This design comes from an exercise in tuning for small area and a short achievable clock period on the open sky130 flow, not from production work. Where RTL was checked, it was by simulation tests only, not by an equivalence proof against the original. No activity file was given, so power comes from the tool's default toggle rates.

==> flow/design.v (excerpt) <==
module packet_switch
#(
    parameter int FIFO_DEPTH = 32,
    parameter int MAX_PKT    = 16,
    parameter int GAP_CYCLES = 4
) (
    input  logic                  clk,
    input  logic                  reset_b,
    input  logic                  i_wb_cyc,
    input  logic                  i_wb_stb,
    input  logic                  i_wb_we,
    input  logic [1:0]            i_wb_adr,
    input  logic [7:0]            i_wb_dat,
    output logic                  o_wb_ack,
    output logic [7:0]            o_wb_dat,
    input  logic                  i_valid,
    input  logic [7:0]            i_data,
    output logic                  o_stall,
    output logic [switch_pkg::NUM_PORTS-1:0]  o_port_valid,
    output logic [switch_pkg::NUM_PORTS-1:0]  o_port_last,
    output logic [switch_pkg::NUM_PORTS*8-1:0] o_port_data,
    input  logic [switch_pkg::NUM_PORTS-1:0]  i_read
);
Settings: LEC_CHECK=0, CAP_MARGIN=20, CORE_MARGIN=2, CORE_UTILIZATION=55, CTS_CLUSTER_DIAMETER=100, CTS_CLUSTER_SIZE=25, PLACE_DENSITY=0.7, SETUP_SLACK_MARGIN=2.4, SLEW_MARGIN=20; clock period 4.4 ns.
run.sh (not shown) runs the stock make flow with config.mk's settings and CLKGATE_MAP_FILE= SYNTH_SCRIPT=/design/flow/synth_recipe.tcl, a recipe that flattens the netlist after the stock synthesis.
The starting point completed with no timing, DRC or antenna violations.
Next try:
CORE_UTILIZATION = 40   (was 55)
CTS_CLUSTER_DIAMETER = default   (was 100)
CTS_CLUSTER_SIZE = default   (was 25)
PLACE_DENSITY = default   (was 0.7)
SETUP_SLACK_MARGIN = 2.3   (was 2.4)
The new run went through all stages and came out clean.
Power is higher by about 23%.
Routed wire length increases by about 1.3%.
Flip-flop and latch count does not change.
Hold slack loses 80 ps.
Next try:
CORE_UTILIZATION = 65   (was 40)
CTS_CLUSTER_DIAMETER = 100   (was default)
CTS_CLUSTER_SIZE = 25   (was default)
PLACE_DENSITY = 0.8   (was default)
Result:
- global-route usage rose by 11 points
- sequential power stays flat
- setup slack degrades by 26 ps
- synthesized cell count does not change
- cell area goes down by 6.5%

---

The RTL this note starts from:
==> flow/design.v <==
package switch_pkg;
    localparam int NUM_PORTS = 4;            
    typedef logic [7:0] byte_t;              
    typedef logic [1:0] port_idx_t;          
    typedef struct packed {
        logic      cyc;                      
        logic      stb;                      
        logic      we;                       
        port_idx_t adr;                      
        byte_t     dat;                      
    } wb_req_t;
    typedef struct packed {
        logic  ack;                          
        byte_t dat;                          
    } wb_rsp_t;
    typedef struct packed {
        logic  eop;
        byte_t data;
    } fifo_entry_t;
    typedef struct packed {
        logic  valid;                        
        logic  last;                         
        byte_t data;
    } port_out_t;
    typedef enum logic {RT_IDLE, RT_PAYLOAD} router_state_e;
    typedef enum logic [1:0] {EG_IDLE, EG_SEND, EG_GAP} egress_state_e;
endpackage
module packet_switch
#(
    parameter int FIFO_DEPTH = 32,
    parameter int MAX_PKT    = 16,
    parameter int GAP_CYCLES = 4
) (
    input  logic                  clk,
    input  logic                  reset_b,
    input  logic                  i_wb_cyc,
    input  logic                  i_wb_stb,
    input  logic                  i_wb_we,
    input  logic [1:0]            i_wb_adr,
    input  logic [7:0]            i_wb_dat,
    output logic                  o_wb_ack,
    output logic [7:0]            o_wb_dat,
    input  logic                  i_valid,
    input  logic [7:0]            i_data,
    output logic                  o_stall,
    output logic [switch_pkg::NUM_PORTS-1:0]  o_port_valid,
    output logic [switch_pkg::NUM_PORTS-1:0]  o_port_last,
    output logic [switch_pkg::NUM_PORTS*8-1:0] o_port_data,
    input  logic [switch_pkg::NUM_PORTS-1:0]  i_read
);
    localparam int NP = switch_pkg::NUM_PORTS;
    localparam int RD = 15;                  
    localparam int OD = 16;                  
    localparam int GW = $clog2(GAP_CYCLES + 1);
    logic       req;
    logic       ack_q;
    logic [7:0] addr_q [NP];
    logic [7:0] rdat_q;                      
    assign req = i_wb_cyc && i_wb_stb;
    always_ff @(posedge clk or negedge reset_b) begin
        if (!reset_b) ack_q <= 1'b0;
        else          ack_q <= req && !ack_q;
    end
    always_ff @(posedge clk or negedge reset_b) begin
        if (!reset_b) begin
            for (int k = 0; k < NP; k++) addr_q[k] <= 8'(k);
        end else if (ack_q && req && i_wb_we) begin
            addr_q[i_wb_adr] <= i_wb_dat;
        end
    end
    always_ff @(posedge clk) rdat_q <= addr_q[i_wb_adr];
    assign o_wb_ack = ack_q;
    assign o_wb_dat = rdat_q;
    logic       rt_pay_q;                    
    logic       hit_q;
    logic [1:0] target_q;
    logic       pend_q;                      
    logic [7:0] data_q;
    logic       match_hit;
    logic [1:0] match_idx;
    always_comb begin
        match_hit = 1'b0;
        match_idx = '0;
        for (int k = NP - 1; k >= 0; k--) begin
            if (i_data == addr_q[k]) begin
                match_hit = 1'b1;
                match_idx = 2'(k);
            end
        end
    end
    always_ff @(posedge clk or negedge reset_b) begin
        if (!reset_b) begin
            rt_pay_q <= 1'b0;
            hit_q    <= 1'b0;
            target_q <= '0;
            pend_q   <= 1'b0;
        end else begin
            pend_q <= rt_pay_q && i_valid && hit_q;
            if (!rt_pay_q) begin
                if (i_valid) begin
                    rt_pay_q <= 1'b1;
                    hit_q    <= match_hit;
                    target_q <= match_idx;
                end
            end else if (!i_valid) begin
                rt_pay_q <= 1'b0;
            end
        end
    end
    always_ff @(posedge clk) data_q <= i_data;
    logic [8:0] ovf_mem [OD];
    logic [4:0] ovf_wp_q, ovf_rp_q;          
    logic [4:0] ovf_wp_d, ovf_rp_d;
    logic       ovf_busy;                    
    logic       stall_q;                     
    logic [8:0] ovf_head;
    logic [8:0] in_word;                     
    logic [8:0] ring_word;                   
    logic       ovf_wr, ovf_rd;
    logic [NP-1:0] rfull, pop;
    logic          t_full, t_pop;
    assign ovf_busy  = stall_q;
    assign ovf_head  = ovf_mem[ovf_rp_q[3:0]];
    assign in_word   = {!i_valid, data_q};
    assign ring_word = ovf_busy ? ovf_head : in_word;
    assign t_full = rfull[target_q];
    assign t_pop  = pop[target_q];
    assign ovf_wr = pend_q && (ovf_busy || (t_full && !t_pop));
    assign ovf_rd = ovf_busy && t_pop;
    assign ovf_wp_d = ovf_wp_q + 5'(ovf_wr);
    assign ovf_rp_d = ovf_rp_q + 5'(ovf_rd);
    always_ff @(posedge clk) begin
        if (ovf_wr) ovf_mem[ovf_wp_q[3:0]] <= in_word;
    end
    always_ff @(posedge clk or negedge reset_b) begin
        if (!reset_b) begin
            ovf_wp_q <= '0;
            ovf_rp_q <= '0;
            stall_q  <= 1'b0;
        end else begin
            ovf_wp_q <= ovf_wp_d;
            ovf_rp_q <= ovf_rp_d;
            stall_q  <= (ovf_wp_d != ovf_rp_d);
        end
    end
    assign o_stall = stall_q;
    for (genvar p = 0; p < NP; p++) begin : g_lane
        logic [8:0]    mem [RD];
        logic [4:0]    wp_q, rp_q;           
        logic [4:0]    wp_inc, rp_inc;
        logic [8:0]    head_q;               
        logic          hv_q;                 
        logic          valid_q;              
        logic [GW-1:0] gap_q;                
        logic [GW-1:0] gap_d;
        logic          hv_d;
        logic          rempty, mine, wr_in, hload, rwe, rre;
        assign wp_inc = (wp_q[3:0] == 4'(RD - 1)) ? {!wp_q[4], 4'd0} : wp_q + 5'd1;
        assign rp_inc = (rp_q[3:0] == 4'(RD - 1)) ? {!rp_q[4], 4'd0} : rp_q + 5'd1;
        assign rempty   = (wp_q == rp_q);
        assign rfull[p] = (wp_q[3:0] == rp_q[3:0]) && (wp_q[4] != rp_q[4]);
        assign pop[p]   = valid_q && i_read[p];
        assign mine  = (target_q == 2'(p));
        assign wr_in = mine && pend_q;       
        assign hload = pop[p] || !hv_q;      
        assign rre   = hload && !rempty;
        assign rwe   = mine && (ovf_busy ? pop[p]
                                         : (pend_q && !(hload && rempty) && !(rfull[p] && !pop[p])));
        assign hv_d  = !hload || !rempty || wr_in;
        assign gap_d = (pop[p] && head_q[8]) ? GW'(GAP_CYCLES)
                     : (gap_q != '0)         ? gap_q - 1'b1
                     : gap_q;
        always_ff @(posedge clk) begin
            if (rwe) mem[wp_q[3:0]] <= ring_word;
        end
        always_ff @(posedge clk) begin
            if (hload) head_q <= rempty ? in_word : mem[rp_q[3:0]];
        end
        always_ff @(posedge clk or negedge reset_b) begin
            if (!reset_b) begin
                wp_q    <= '0;
                rp_q    <= '0;
                hv_q    <= 1'b0;
                valid_q <= 1'b0;
                gap_q   <= '0;
            end else begin
                if (rwe) wp_q <= wp_inc;
                if (rre) rp_q <= rp_inc;
                hv_q    <= hv_d;
                valid_q <= hv_d && (gap_d == '0);
                gap_q   <= gap_d;
            end
        end
        assign o_port_valid[p]       = valid_q;
        assign o_port_last[p]        = head_q[8];
        assign o_port_data[8*p +: 8] = head_q[7:0];
    end
endmodule
Settings: LEC_CHECK=0, CAP_MARGIN=20, CORE_MARGIN=2, CORE_UTILIZATION=40, SLEW_MARGIN=20; clock period 4.4 ns.
The starting point completed without violations.
==> next run, changes <==
Settings changed: SETUP_SLACK_MARGIN set to 2.2.
The new run passed the timing, design-rule and antenna checks; cell area is higher by roughly a tenth; die area does not change; synthesized area stays the same; combinational power is higher by well over a third; wire length is higher by a quarter to a third; worst setup slack gets better by 0.76 ns; fmax is higher by a quarter to a third; sequential power is lower slightly.
No functional check of the RTL was part of any run of this note.

---

Setup of the reference run:
packet_switch, a different RTL version from the one above (not shown whole).
For scale: roughly 2,800 cells after synthesis, about 860 flip-flops, ~78 I/O pins, ~0.037 mm2 of cells after synthesis.
==> flow/config.mk <==
export PLATFORM = sky130hd
export DESIGN_NAME = packet_switch
export DESIGN_NICKNAME = packet_switch
export VERILOG_FILES = /design/flow/design.v
export SDC_FILE = /design/flow/constraint.sdc
export NUM_CORES = 4
export LEC_CHECK = 0
export CAP_MARGIN = 20
export CORE_MARGIN = 2
export CORE_UTILIZATION = 40
export SETUP_SLACK_MARGIN = 2.2
export SLEW_MARGIN = 20
==> flow/constraint.sdc <==
create_clock -name core_clock -period 4.4 [get_ports {clk}]
set_input_delay 0.8800 -clock core_clock [delete_from_list [all_inputs] [get_ports {clk}]]
set_output_delay 0.8800 -clock core_clock [all_outputs]
set_load 0.01 [all_outputs]
The reference run reached the end of the flow, and the finished layout is clean on the timing, design-rule and antenna checks.
[inputs] the trial run vs the reference run
Settings: SETUP_SLACK_MARGIN changed from 2.2 to 2.5.
Results
Diff the reference run -> the trial run | worst-case clock skew | increase of 0.011 ns. The trial run vs the reference run — final worst slack rose 0.058 ns. Re routed length on met2: the reference run was lower than the trial run. Comparing the trial run and the reference run, sequential share of layout area is higher on the reference run. The trial run ended with more global-route wire length before repair than the reference run. Fraction of power spent switching nets was lower in the run labelled the reference run. Compared to the reference run, the router laid down more metal wire for the trial run. Taking the reference run as the reference, in the trial run global router's overall resource usage now larger; share of synthesized area occupied by flip-flops and latches essentially unchanged; detailed-routing wirelength on met1 increased about 7%.
No functional check of the RTL was part of any run of this note.

---

Setup of run A:
RTL: one of the versions met above, not the one the previous note started from.
Size in the first run: roughly 2300 cells after synthesis, roughly 960 flip-flops, roughly 78 I/O pins, roughly 37000 µm² of cells after synthesis.
clock: 4.4 ns
lec_check: 0
cap_margin: 20
core_margin: 2
core_utilization: 40
setup_slack_margin: 1.9
slew_margin: 20
Run A: no failed stages, no open violations at the end
What run B does differently from run A at the input level:
# run A
export LEC_CHECK = 0
export CAP_MARGIN = 20
export CORE_MARGIN = 2
export CORE_UTILIZATION = 40
export SETUP_SLACK_MARGIN = 1.9
export SLEW_MARGIN = 20
create_clock -name core_clock -period 4.4 [get_ports {clk}]
# run B
export LEC_CHECK = 0
export CAP_MARGIN = 20
export CORE_MARGIN = 2
export CORE_UTILIZATION = 40
export SETUP_SLACK_MARGIN = 2.1
export SLEW_MARGIN = 20
create_clock -name core_clock -period 4.4 [get_ports {clk}]
Notes after the runs:
Run B against run A: setup slack grew by 230 ps, number of antenna violations at the first check in global routing shrank by 3, minimum clock period shrank by 230 ps, worst hold slack shrank by 48 ps, met1 track demand over resource grew by 0.51 points.
When the final numbers for run B and run A were put side by side, the flip-flop and latch share of the layout cell area turned out to be smaller in run B.
Run B vs run A: final area up slightly
Every stage of the flow completed for run B, and the final layout passed the timing, design-rule and antenna checks.
As far as flip-flop and latch count after synthesis goes, run A and run B are indistinguishable; the numbers are identical.
Going from run A to run B, power attributed to the clock group rose about 3%; fraction of the core area covered by cells at the end of the flow rose 0.48 points.
diff inputs: run B => run C
# run B
export LEC_CHECK = 0
export CAP_MARGIN = 20
export CORE_MARGIN = 2
export CORE_UTILIZATION = 40
export SETUP_SLACK_MARGIN = 2.1
export SLEW_MARGIN = 20
create_clock -name core_clock -period 4.4 [get_ports {clk}]
# run C
export LEC_CHECK = 0
export CAP_MARGIN = 20
export CORE_MARGIN = 2
export CORE_UTILIZATION = 40
export CTS_CLUSTER_DIAMETER = 100
export CTS_CLUSTER_SIZE = 25
export SETUP_SLACK_MARGIN = 2.2
export SLEW_MARGIN = 20
create_clock -name core_clock -period 4.4 [get_ports {clk}]
Findings:
On worst slack on hold paths, the lower figure sits with run B, not run C.
Comparing run B against run C, there is no change at all in total stage count of the critical path.
NOTE: portion of the layout cell area used by clock cells in run C falls short of that of run B

---

Another version of the RTL of packet_switch (not shown whole).
Size in the first run: about 2200 cells after synthesis, ~78 I/O pins.
Settings: LEC_CHECK=0, CAP_MARGIN=20, CORE_MARGIN=2, CORE_UTILIZATION=40, SETUP_SLACK_MARGIN=1.6, SLEW_MARGIN=20; clock period 4.4 ns.
The starting point produced a clean layout.
Then changed:
- SETUP_SLACK_MARGIN: 1.6 -> 2.2
Result: The new run went through all stages and came out clean. Combinational power is higher by 33%. Synthesized cell count does not change. Total power went up by 8.7%.
Then changed:
- SETUP_SLACK_MARGIN: 2.2 -> 1.9
What happened:
- die area stays the same
- power falls by 5.5%
- cell count falls by 4.8%
- sequential power hardly moves
- global-route usage falls by 0.91 points
- worst setup slack gets worse by 0.060 ns
- clock skew barely changes
- final area falls by 6.7%
- routed wire length falls by 4.5%
Function was not checked in any run of this note: the RTL went through the layout flow alone.

---

packet_switch with an RTL version that a note above also has.
Size in the first run: ~2300 cells after synthesis, roughly 78 I/O pins, about 0.037 mm^2 of cells after synthesis.
clock: 4.4 ns
lec_check: 0
cap_margin: 20
core_margin: 2
core_utilization: 40
cts_cluster_diameter: 100
cts_cluster_size: 30
setup_slack_margin: 2.3
slew_margin: 20
The baseline passed the timing, design-rule and antenna checks.
Then changed:
Settings changed: CTS_CLUSTER_DIAMETER 100 to 60.
Cell count rose by 2.0%.
Global-route usage increases by 0.69 points.
Setup slack got worse by 0.0095 ns.
Die area does not change.
Then changed:
Settings changed: ABC_AREA from default to 1, CTS_CLUSTER_DIAMETER 60 to 100, CTS_CLUSTER_SIZE 30 to 25.
=>
- synthesized cell count rose by 41%
- wire length fell by 2.5%
- worst hold slack gains 0.027 ns
- total power rose by 18%
- die area rose by 3.6%
- core utilization fell by 1.3 points
Then changed:
Settings changed: ABC_AREA 1 to default, SETUP_SLACK_MARGIN 2.3 to 2.45.
Wire length went up by a few percent.
Worst hold slack is better by 0.0097 ns.
Synthesized cell count went down by a quarter to a third.

---

packet_switch, a different RTL version from the one above (not shown whole).
Size: about 2,000 cells after synthesis, ~860 flip-flops, about 78 I/O pins, about 35,000 µm² of cells after synthesis.
==> flow/design.v (excerpt) <==
module packet_switch
#(
    parameter int FIFO_DEPTH = 32,
    parameter int MAX_PKT    = 16,
    parameter int GAP_CYCLES = 4
) (
    input  logic                  clk,
    input  logic                  reset_b,
    input  logic                  i_wb_cyc,
    input  logic                  i_wb_stb,
    input  logic                  i_wb_we,
    input  logic [1:0]            i_wb_adr,
    input  logic [7:0]            i_wb_dat,
    output logic                  o_wb_ack,
    output logic [7:0]            o_wb_dat,
    input  logic                  i_valid,
    input  logic [7:0]            i_data,
    output logic                  o_stall,
    output logic [switch_pkg::NUM_PORTS-1:0]  o_port_valid,
    output logic [switch_pkg::NUM_PORTS-1:0]  o_port_last,
    output logic [switch_pkg::NUM_PORTS*8-1:0] o_port_data,
    input  logic [switch_pkg::NUM_PORTS-1:0]  i_read
);
    localparam int NP = switch_pkg::NUM_PORTS;
    localparam int RD = 15;                  
    localparam int GW = $clog2(GAP_CYCLES + 1);
    function automatic logic [3:0] inc15(input logic [3:0] x);
        if (x == 4'(RD - 1)) inc15 = 4'd0;
        else                 inc15 = x + 4'd1;
    endfunction
    logic       req;
    logic       ack_q;
    logic [7:0] addr_q [NP];
    logic [7:0] rdat_q;                      
    assign req = i_wb_cyc && i_wb_stb;
    always_ff @(posedge clk or negedge reset_b) begin
        if (!reset_b) ack_q <= 1'b0;
        else          ack_q <= req && !ack_q;
    end
  ...
clock: 4.4 ns
lec_check: 0
cap_margin: 20
core_margin: 2
core_utilization: 65
cts_buf_list: sky130_fd_sc_hd__clkbuf_8
place_density: 0.75
setup_slack_margin: 2.2
slew_margin: 20
The baseline ran to the end with no violations.
Change:
--- a/flow/config.mk
+++ b/flow/config.mk
@@ -10,3 +10 @@
-export CORE_UTILIZATION = 65
-export CTS_BUF_LIST = sky130_fd_sc_hd__clkbuf_8
-export PLACE_DENSITY = 0.75
+export CORE_UTILIZATION = 40
- cell area is higher slightly
- setup slack gains 4.9 ps
- global-route usage is lower by 14 points
- non-clock buffer count is lower by 5
No functional check of the RTL was part of any run of this note.

==> afterwards: timing with drivers on the ports <==
Ports are ideal in the flow. The routed layouts listed here were re-timed in OpenROAD. Step 1 assumes that a clkbuf_16 drives the clock port and a buf_2 every other input. Step 2 times the ports against the registers' clock, not the clock port: input delays grow and output delays shrink by t, the midpoint of the rising clock arrivals with the driver on. Slacks: ideal / step 1 / step 2; pairs: ideal / step 1.
run | t (ns) | slack for setup (ns) | worst setup path at the end | latest minus earliest clock arrival (ns)
the first run of note 1 | 0.688 | 2.183 / 2.131 / 1.687 | input to register | 0.025 / 0.024
the second run of note 1 | 0.722 | 2.185 / 2.117 / 1.606 | input to register | 0.026 / 0.027
the third run of note 1 | 0.681 | 2.160 / 2.101 / 1.638 | input to register | 0.030 / 0.030
the first run of note 2 | 0.688 | 1.045 / 1.045 / 0.706 | input to register | 0.020 / 0.021
the second run of note 2 | 0.695 | 1.801 / 1.801 / 1.199 | input to register | 0.030 / 0.029
the reference run | 0.710 | 1.903 / 1.903 / 1.308 | input to register | 0.026 / 0.027
the trial run | 0.738 | 1.961 / 1.927 / 1.332 | input to register | 0.036 / 0.036
run A | 0.712 | 1.885 / 1.896 / 1.215 | input to register | 0.028 / 0.027
run B | 0.712 | 2.114 / 2.051 / 1.424 | input to register | 0.032 / 0.033
run C | 0.684 | 2.139 / 2.073 / 1.549 | input to register | 0.036 / 0.036
the first run of note 5 | 0.691 | 1.628 / 1.607 / 0.969 | input to register | 0.025 / 0.026
the second run of note 5 | 0.695 | 1.955 / 1.955 / 1.270 | input to register | 0.030 / 0.029
the third run of note 5 | 0.692 | 1.895 / 1.885 / 1.233 | input to register | 0.032 / 0.032
the first run of note 6 | 0.661 | 2.209 / 2.150 / 1.617 | input to register | 0.036 / 0.036
the second run of note 6 | 0.716 | 2.199 / 2.131 / 1.636 | input to register | 0.039 / 0.039
the third run of note 6 | 0.702 | 2.114 / 2.047 / 1.602 | input to register | 0.043 / 0.043
the fourth run of note 6 | 0.684 | 2.189 / 2.122 / 1.598 | input to register | 0.041 / 0.040
the first run of note 7 | 0.843 | 1.823 / 1.823 / 1.027 | input to register | 0.029 / 0.029
the second run of note 7 | 0.708 | 1.828 / 1.828 / 1.224 | input to register | 0.018 / 0.018
After both steps every run listed still meets setup and hold. For the first run of note 7, which loses most, drivers alone change the setup slack by 0.000 ns; drivers and shift together by -0.796 ns.
